What follows belongs to an exercise in optimizing a design on an open flow for small area; a production flow would make more cautious choices.
RTL that was checked went through simulation tests only; none was proved equivalent to the original.

==> build 37: inputs <==
==> flow/design.v <==
module fifo_wr_skid #(
  parameter int DATA_WIDTH = 360,
  parameter int CNT_WIDTH  = 32
) (
  input  logic                  WR_CLK,
  input  logic                  WR_RST,
  input  logic [DATA_WIDTH-1:0] IN_DATA,
  input  logic                  IN_VALID,
  output logic                  IN_READY,
  input  logic                  FLUSH,
  output logic [DATA_WIDTH-1:0] WR_DATA,
  output logic                  WR_EN,
  input  logic                  WR_FULL,
  output logic [1:0]            BUF_CNT,
  output logic [CNT_WIDTH-1:0]  BEAT_CNT
);
  logic [DATA_WIDTH-1:0] r_e0;
  logic [DATA_WIDTH-1:0] r_e1;
  logic [1:0]            r_cnt;
  logic                  r_rdy;
  logic [CNT_WIDTH-1:0]  r_beat;
  logic                  w_accept;
  logic                  w_push;
  logic [1:0]            w_cnt_nxt;
  logic [DATA_WIDTH-1:0] w_e0_nxt;
  logic [DATA_WIDTH-1:0] w_e1_nxt;
  assign w_accept = IN_VALID & r_rdy & ~FLUSH;
  assign w_push   = (r_cnt != 2'd0) & ~WR_FULL & ~FLUSH & ~WR_RST;
  assign WR_EN    = w_push;
  assign WR_DATA  = r_e0;
  assign IN_READY = r_rdy;
  assign BUF_CNT  = r_cnt;
  assign BEAT_CNT = r_beat;
  always_comb begin
    w_cnt_nxt = r_cnt;
    w_e0_nxt  = r_e0;
    w_e1_nxt  = r_e1;
    if (FLUSH) begin
      w_cnt_nxt = 2'd0;
    end else begin
      case (r_cnt)
        2'd0: begin
          if (w_accept) begin
            w_e0_nxt  = IN_DATA;
            w_cnt_nxt = 2'd1;
          end
        end
        2'd1: begin
          if (w_accept && w_push) begin
            w_e0_nxt = IN_DATA;
          end else if (w_accept) begin
            w_e1_nxt  = IN_DATA;
            w_cnt_nxt = 2'd2;
          end else if (w_push) begin
            w_cnt_nxt = 2'd0;
          end
        end
        2'd2: begin
          if (w_push) begin
            w_e0_nxt  = r_e1;
            w_cnt_nxt = 2'd1;
          end
        end
        default: begin
          w_cnt_nxt = 2'd0;
        end
      endcase
    end
  end
  always_ff @(posedge WR_CLK) begin
    if (WR_RST) begin
      r_e0   <= '0;
      r_e1   <= '0;
      r_cnt  <= 2'd0;
      r_rdy  <= 1'b0;
      r_beat <= '0;
    end else begin
      r_e0  <= w_e0_nxt;
      r_e1  <= w_e1_nxt;
      r_cnt <= w_cnt_nxt;
      r_rdy <= (w_cnt_nxt != 2'd2);
      if (w_push) begin
        r_beat <= r_beat + {{(CNT_WIDTH-1){1'b0}}, 1'b1};
      end
    end
  end
endmodule
==> flow/run.sh <==
#!/bin/bash
# synth_recipe.tcl (not shown) runs the flow's synth.tcl, then flattens the netlist and writes it again
# the make line also repeats each setting of config.mk as NAME=value (left out here)
make -C /OpenROAD-flow-scripts/flow DESIGN_CONFIG=/design/flow/config.mk WORK_HOME=/design/flow/orfs CLKGATE_MAP_FILE= SYNTH_SCRIPT=/design/flow/synth_recipe.tcl finish
==> flow/config.mk <==
export PLATFORM = sky130hd
export DESIGN_NAME = fifo_wr_skid
export DESIGN_NICKNAME = fifo_wr_skid
export VERILOG_FILES = /design/flow/design.v
export SDC_FILE = /design/flow/constraint.sdc
export NUM_CORES = 4
export LEC_CHECK = 0
export CAP_MARGIN = 20
export CORE_MARGIN = 2
export CORE_UTILIZATION = 40
export SLEW_MARGIN = 20
==> flow/constraint.sdc <==
create_clock -name core_clock -period 4.0 [get_ports {WR_CLK}]
set_input_delay 0.8000 -clock core_clock [delete_from_list [all_inputs] [get_ports {WR_CLK}]]
set_output_delay 0.8000 -clock core_clock [all_outputs]
set_load 0.01 [all_outputs]
==> inputs of trial 76, as changes to build 37 <==
==> flow/design.v, changed modules only <==
module fifo_wr_skid #(
  parameter int DATA_WIDTH = 360,
  parameter int CNT_WIDTH  = 32
) (
  input  logic                  WR_CLK,
  input  logic                  WR_RST,
  input  logic [DATA_WIDTH-1:0] IN_DATA,
  input  logic                  IN_VALID,
  output logic                  IN_READY,
  input  logic                  FLUSH,
  output logic [DATA_WIDTH-1:0] WR_DATA,
  output logic                  WR_EN,
  input  logic                  WR_FULL,
  output logic [1:0]            BUF_CNT,
  output logic [CNT_WIDTH-1:0]  BEAT_CNT
);
  logic [DATA_WIDTH-1:0] r_e0;
  logic [DATA_WIDTH-1:0] r_e1;
  logic                  r_c1;      
  logic                  r_c2;      
  logic                  r_rdy;
  logic [CNT_WIDTH-1:0]  r_beat;
  logic                  w_accept;
  logic                  w_push;
  logic                  w_e0_hold;
  logic                  w_e0_in;
  assign w_accept = IN_VALID & r_rdy & ~FLUSH;
  assign w_push   = (r_c1 | r_c2) & ~WR_FULL & ~FLUSH & ~WR_RST;
  assign WR_EN    = w_push;
  assign WR_DATA  = r_e0;
  assign IN_READY = r_rdy;
  assign BUF_CNT  = {r_c2, r_c1};
  assign BEAT_CNT = r_beat;
  logic [DATA_WIDTH-1:0] w_cand;
  logic [DATA_WIDTH-1:0] w_e0_nxt;
  assign w_e0_hold = (r_c1 | r_c2) & WR_FULL;
  assign w_e0_in   = (r_rdy & ~r_c1) | ~WR_FULL;
  for (genvar i = 0; i < DATA_WIDTH; i++) begin : g_bit
    fifo_wr_skid_sel u_sel (
      .c2    (r_c2),
      .rdy   (r_rdy),
      .hold  (w_e0_hold),
      .load  (w_e0_in),
      .e0    (r_e0[i]),
      .e1    (r_e1[i]),
      .din   (IN_DATA[i]),
      .cand  (w_cand[i]),
      .e0_nxt(w_e0_nxt[i])
    );
  end
  always_ff @(posedge WR_CLK) begin
    r_e0 <= w_e0_nxt;
    r_e1 <= w_cand;
  end
  always_ff @(posedge WR_CLK) begin
    if (WR_RST) begin
      r_c1   <= 1'b0;
      r_c2   <= 1'b0;
      r_rdy  <= 1'b0;
    end else begin
      if (FLUSH) begin
        r_c1  <= 1'b0;
        r_c2  <= 1'b0;
        r_rdy <= 1'b1;
      end else begin
        r_c1  <= (r_c1 & (w_accept ~^ w_push)) | (~r_c1 & ~r_c2 & w_accept) | (r_c2 & w_push);
        r_c2  <= (r_c2 & ~w_push) | (r_c1 & w_accept & ~w_push);
        r_rdy <= ~((r_c2 & ~w_push) | (r_c1 & w_accept & ~w_push));
      end
    end
  end
  localparam int CNT_BLK = 8;
  logic [CNT_WIDTH-1:0] w_beat_sum;
  logic [CNT_WIDTH:0]   w_carry;
  assign w_carry[0] = w_push;
  for (genvar i = 0; i < CNT_WIDTH; i++) begin : g_cnt
    logic ci;
    if (i % CNT_BLK == 0 && i != 0) begin : g_skip
      assign ci = w_push & (&r_beat[i-1:0]);
    end else begin : g_ripple
      assign ci = w_carry[i];
    end
    fifo_wr_skid_cbit u_cbit (
      .q  (r_beat[i]),
      .ci (ci),
      .s  (w_beat_sum[i]),
      .co (w_carry[i+1])
    );
  end
  always_ff @(posedge WR_CLK) begin
    r_beat <= {CNT_WIDTH{~WR_RST}} & w_beat_sum;
  end
endmodule
module fifo_wr_skid_cbit (
  input  logic q,
  input  logic ci,
  output logic s,
  output logic co
);
  assign s  = q ^ ci;
  assign co = q & ci;
endmodule
module fifo_wr_skid_sel (
  input  logic c2,
  input  logic rdy,
  input  logic hold,
  input  logic load,
  input  logic e0,
  input  logic e1,
  input  logic din,
  output logic cand,
  output logic e0_nxt
);
  assign cand   = (c2 & e1) | (rdy & din);
  assign e0_nxt = (hold & e0) | (load & cand);
endmodule
==> flow/flow/run.sh (new file) <==
#!/bin/bash
# The standard ORFS layout (standard.sh: standard synthesis, floorplan, place, CTS, route),
# with four changes to how the layout is made:
#  * port buffers use the smallest buffer cell instead of the flow's default pick;
#  * IO pins may sit on adjacent routing tracks, so the smaller die still fits every pin;
#  * the floorplan step only removes synthesis buffers instead of repairing timing before
#    placement (without placement the unbuffered 360-load select nets look far too slow and
#    the repair upsizes cells that are fast enough once the nets are buffered);
#  * CTS uses clkbuf_8 leaf buffers in clusters of up to 19 sinks and inserts no dummy loads.
set -euo pipefail
bash standard.sh \
  'BUFFER_PORTS_ARGS=-buffer_cell sky130_fd_sc_hd__buf_1' \
  'PLACE_PINS_ARGS=-min_distance 1 -min_distance_in_tracks' \
  REMOVE_ABC_BUFFERS=1 \
  'CTS_ARGS=-sink_clustering_enable -repair_clock_nets -dont_use_dummy_load -buf_list sky130_fd_sc_hd__clkbuf_8 -sink_clustering_size 19 -sink_clustering_max_diameter 80' \
  finish > standard_flow.log 2>&1
==> flow/standard.sh (new file) <==
#!/bin/bash
# synth_recipe.tcl (not shown) runs the flow's synth.tcl, then flattens the netlist and writes it again
# the make line also repeats each setting of config.mk as NAME=value (left out here)
make -C /OpenROAD-flow-scripts/flow DESIGN_CONFIG=/design/flow/config.mk WORK_HOME=/design/flow/orfs CLKGATE_MAP_FILE= SYNTH_SCRIPT=/design/flow/synth_recipe.tcl "${@:-finish}"
- CAP_MARGIN: 20 -> 10
- CORE_AREA: unset -> 2.3 2.72 198.26 195.84
- CORE_MARGIN: 2 -> unset
- CORE_UTILIZATION: 40 -> unset
- DIE_AREA: unset -> 0 0 200.28 200.28
- SLEW_MARGIN: 20 -> 10
- SYNTH_HIERARCHICAL: unset -> 1
- SYNTH_MINIMUM_KEEP_SIZE: unset -> 0
removed: flow/run.sh
==> inputs of build 68, as changes to build 37 <==
==> flow/design.v, changed modules only <==
module fifo_wr_skid #(
  parameter int DATA_WIDTH = 360,
  parameter int CNT_WIDTH  = 32
) (
  input  logic                  WR_CLK,
  input  logic                  WR_RST,
  input  logic [DATA_WIDTH-1:0] IN_DATA,
  input  logic                  IN_VALID,
  output logic                  IN_READY,
  input  logic                  FLUSH,
  output logic [DATA_WIDTH-1:0] WR_DATA,
  output logic                  WR_EN,
  input  logic                  WR_FULL,
  output logic [1:0]            BUF_CNT,
  output logic [CNT_WIDTH-1:0]  BEAT_CNT
);
  logic [DATA_WIDTH-1:0] r_e0;
  logic [DATA_WIDTH-1:0] r_e1;
  logic                  r_c1;      
  logic                  r_c2;      
  logic                  r_rdy;
  logic [CNT_WIDTH-1:0]  r_beat;
  logic                  w_accept;
  logic                  w_push;
  logic                  w_e0_hold;
  logic                  w_e0_in;
  assign w_accept = IN_VALID & r_rdy & ~FLUSH;
  assign w_push   = (r_c1 | r_c2) & ~WR_FULL & ~FLUSH & ~WR_RST;
  assign WR_EN    = w_push;
  assign WR_DATA  = r_e0;
  assign IN_READY = r_rdy;
  assign BUF_CNT  = {r_c2, r_c1};
  assign BEAT_CNT = r_beat;
  logic [DATA_WIDTH-1:0] w_cand;
  logic [DATA_WIDTH-1:0] w_e0_nxt;
  assign w_e0_hold = (r_c1 | r_c2) & WR_FULL;
  assign w_e0_in   = (r_rdy & ~r_c1) | ~WR_FULL;
  for (genvar i = 0; i < DATA_WIDTH; i++) begin : g_bit
    fifo_wr_skid_sel u_sel (
      .c2    (r_c2),
      .rdy   (r_rdy),
      .hold  (w_e0_hold),
      .load  (w_e0_in),
      .e0    (r_e0[i]),
      .e1    (r_e1[i]),
      .din   (IN_DATA[i]),
      .cand  (w_cand[i]),
      .e0_nxt(w_e0_nxt[i])
    );
  end
  always_ff @(posedge WR_CLK) begin
    r_e0 <= w_e0_nxt;
    r_e1 <= w_cand;
  end
  always_ff @(posedge WR_CLK) begin
    if (WR_RST) begin
      r_c1   <= 1'b0;
      r_c2   <= 1'b0;
      r_rdy  <= 1'b0;
    end else begin
      if (FLUSH) begin
        r_c1  <= 1'b0;
        r_c2  <= 1'b0;
        r_rdy <= 1'b1;
      end else begin
        r_c1  <= (r_c1 & (w_accept ~^ w_push)) | (~r_c1 & ~r_c2 & w_accept) | (r_c2 & w_push);
        r_c2  <= (r_c2 & ~w_push) | (r_c1 & w_accept & ~w_push);
        r_rdy <= ~((r_c2 & ~w_push) | (r_c1 & w_accept & ~w_push));
      end
    end
  end
  localparam int CNT_LO = CNT_WIDTH / 2;
  logic [CNT_WIDTH-1:0] w_beat_sum;
  logic [CNT_WIDTH:0]   w_carry;
  assign w_carry[0] = w_push;
  for (genvar i = 0; i < CNT_WIDTH; i++) begin : g_cnt
    logic ci;
    if (i == CNT_LO) begin : g_skip
      assign ci = w_push & (&r_beat[CNT_LO-1:0]);
    end else begin : g_ripple
      assign ci = w_carry[i];
    end
    fifo_wr_skid_cbit u_cbit (
      .q  (r_beat[i]),
      .ci (ci),
      .s  (w_beat_sum[i]),
      .co (w_carry[i+1])
    );
  end
  always_ff @(posedge WR_CLK) begin
    r_beat <= {CNT_WIDTH{~WR_RST}} & w_beat_sum;
  end
endmodule
module fifo_wr_skid_cbit (
  input  logic q,
  input  logic ci,
  output logic s,
  output logic co
);
  assign s  = q ^ ci;
  assign co = q & ci;
endmodule
module fifo_wr_skid_sel (
  input  logic c2,
  input  logic rdy,
  input  logic hold,
  input  logic load,
  input  logic e0,
  input  logic e1,
  input  logic din,
  output logic cand,
  output logic e0_nxt
);
  assign cand   = (c2 & e1) | (rdy & din);
  assign e0_nxt = (hold & e0) | (load & cand);
endmodule
==> flow/flow/run.sh (new file) <==
#!/bin/bash
# The standard ORFS layout (standard.sh: standard synthesis, floorplan, place, CTS, route),
# with three changes to how the layout is made:
#  * port buffers use the smallest buffer cell instead of the flow's default pick;
#  * IO pins may sit on adjacent routing tracks, so the smaller die still fits every pin;
#  * CTS uses clkbuf_8 leaf buffers in clusters of up to 18 sinks and inserts no dummy loads.
set -euo pipefail
bash standard.sh \
  'BUFFER_PORTS_ARGS=-buffer_cell sky130_fd_sc_hd__buf_1' \
  'PLACE_PINS_ARGS=-min_distance 1 -min_distance_in_tracks' \
  'CTS_ARGS=-sink_clustering_enable -repair_clock_nets -dont_use_dummy_load -buf_list sky130_fd_sc_hd__clkbuf_8 -sink_clustering_size 18 -sink_clustering_max_diameter 80' \
  finish > standard_flow.log 2>&1
==> flow/standard.sh (new file) <==
#!/bin/bash
# synth_recipe.tcl (not shown) runs the flow's synth.tcl, then flattens the netlist and writes it again
# the make line also repeats each setting of config.mk as NAME=value (left out here)
make -C /OpenROAD-flow-scripts/flow DESIGN_CONFIG=/design/flow/config.mk WORK_HOME=/design/flow/orfs CLKGATE_MAP_FILE= SYNTH_SCRIPT=/design/flow/synth_recipe.tcl "${@:-finish}"
- CORE_AREA: unset -> 2.3 2.72 198.26 195.84
- CORE_MARGIN: 2 -> unset
- CORE_UTILIZATION: 40 -> unset
- DIE_AREA: unset -> 0 0 200.28 200.28
- SYNTH_HIERARCHICAL: unset -> 1
- SYNTH_MINIMUM_KEEP_SIZE: unset -> 0
removed: flow/run.sh
==> run summary <==
- The lowest register-to-register slack belongs to build 68, the highest to build 37.
- Maximum frequency, highest first: trial 76, build 37, build 68.
- Of build 37 and trial 76, build 37 has the higher worst hold slack (gap 0.073 ns).
- Critical path depth: build 37 is lower than build 68 (18).
- In flip-flop and latch count, build 37 and trial 76 do not differ.
Function not checked in build 37: the RTL went through the layout flow alone.

## separate check: timing with driven ports
In the flow no input, the clock included, has a driving cell. The finished layouts below were timed again as built, in two steps.
Step 1 assumes that a clkbuf_16 drives the clock port and a buf_2 every other input.
Step 2 also shifts input and output timing later by t, the mid clock arrival at the registers, as if the neighbouring blocks saw the same clock.
a / b / c = no drivers / after step 1 / after step 2; a / b = the first two.
run	t, ns	slack for setup (ns)	hold slack, ns	clock arrival spread, ns	worst register clock-pin slew, ns
build 37	0.683	0.530 / 0.460 / 0.644	0.448 / 0.448 / 0.448	0.036 / 0.036	0.06 / 0.06
trial 76	0.682	1.003 / 1.033 / 0.353	0.376 / 0.354 / 0.484	0.034 / 0.034	0.12 / 0.12
build 68	0.692	0.379 / 0.379 / -0.075	0.370 / 0.344 / 0.486	0.034 / 0.034	0.11 / 0.11
Met with ideal ports but missed after step 2: setup timing in build 68. For trial 76, which loses most, drivers alone change the setup slack by +0.030 ns; drivers and shift together by -0.650 ns.
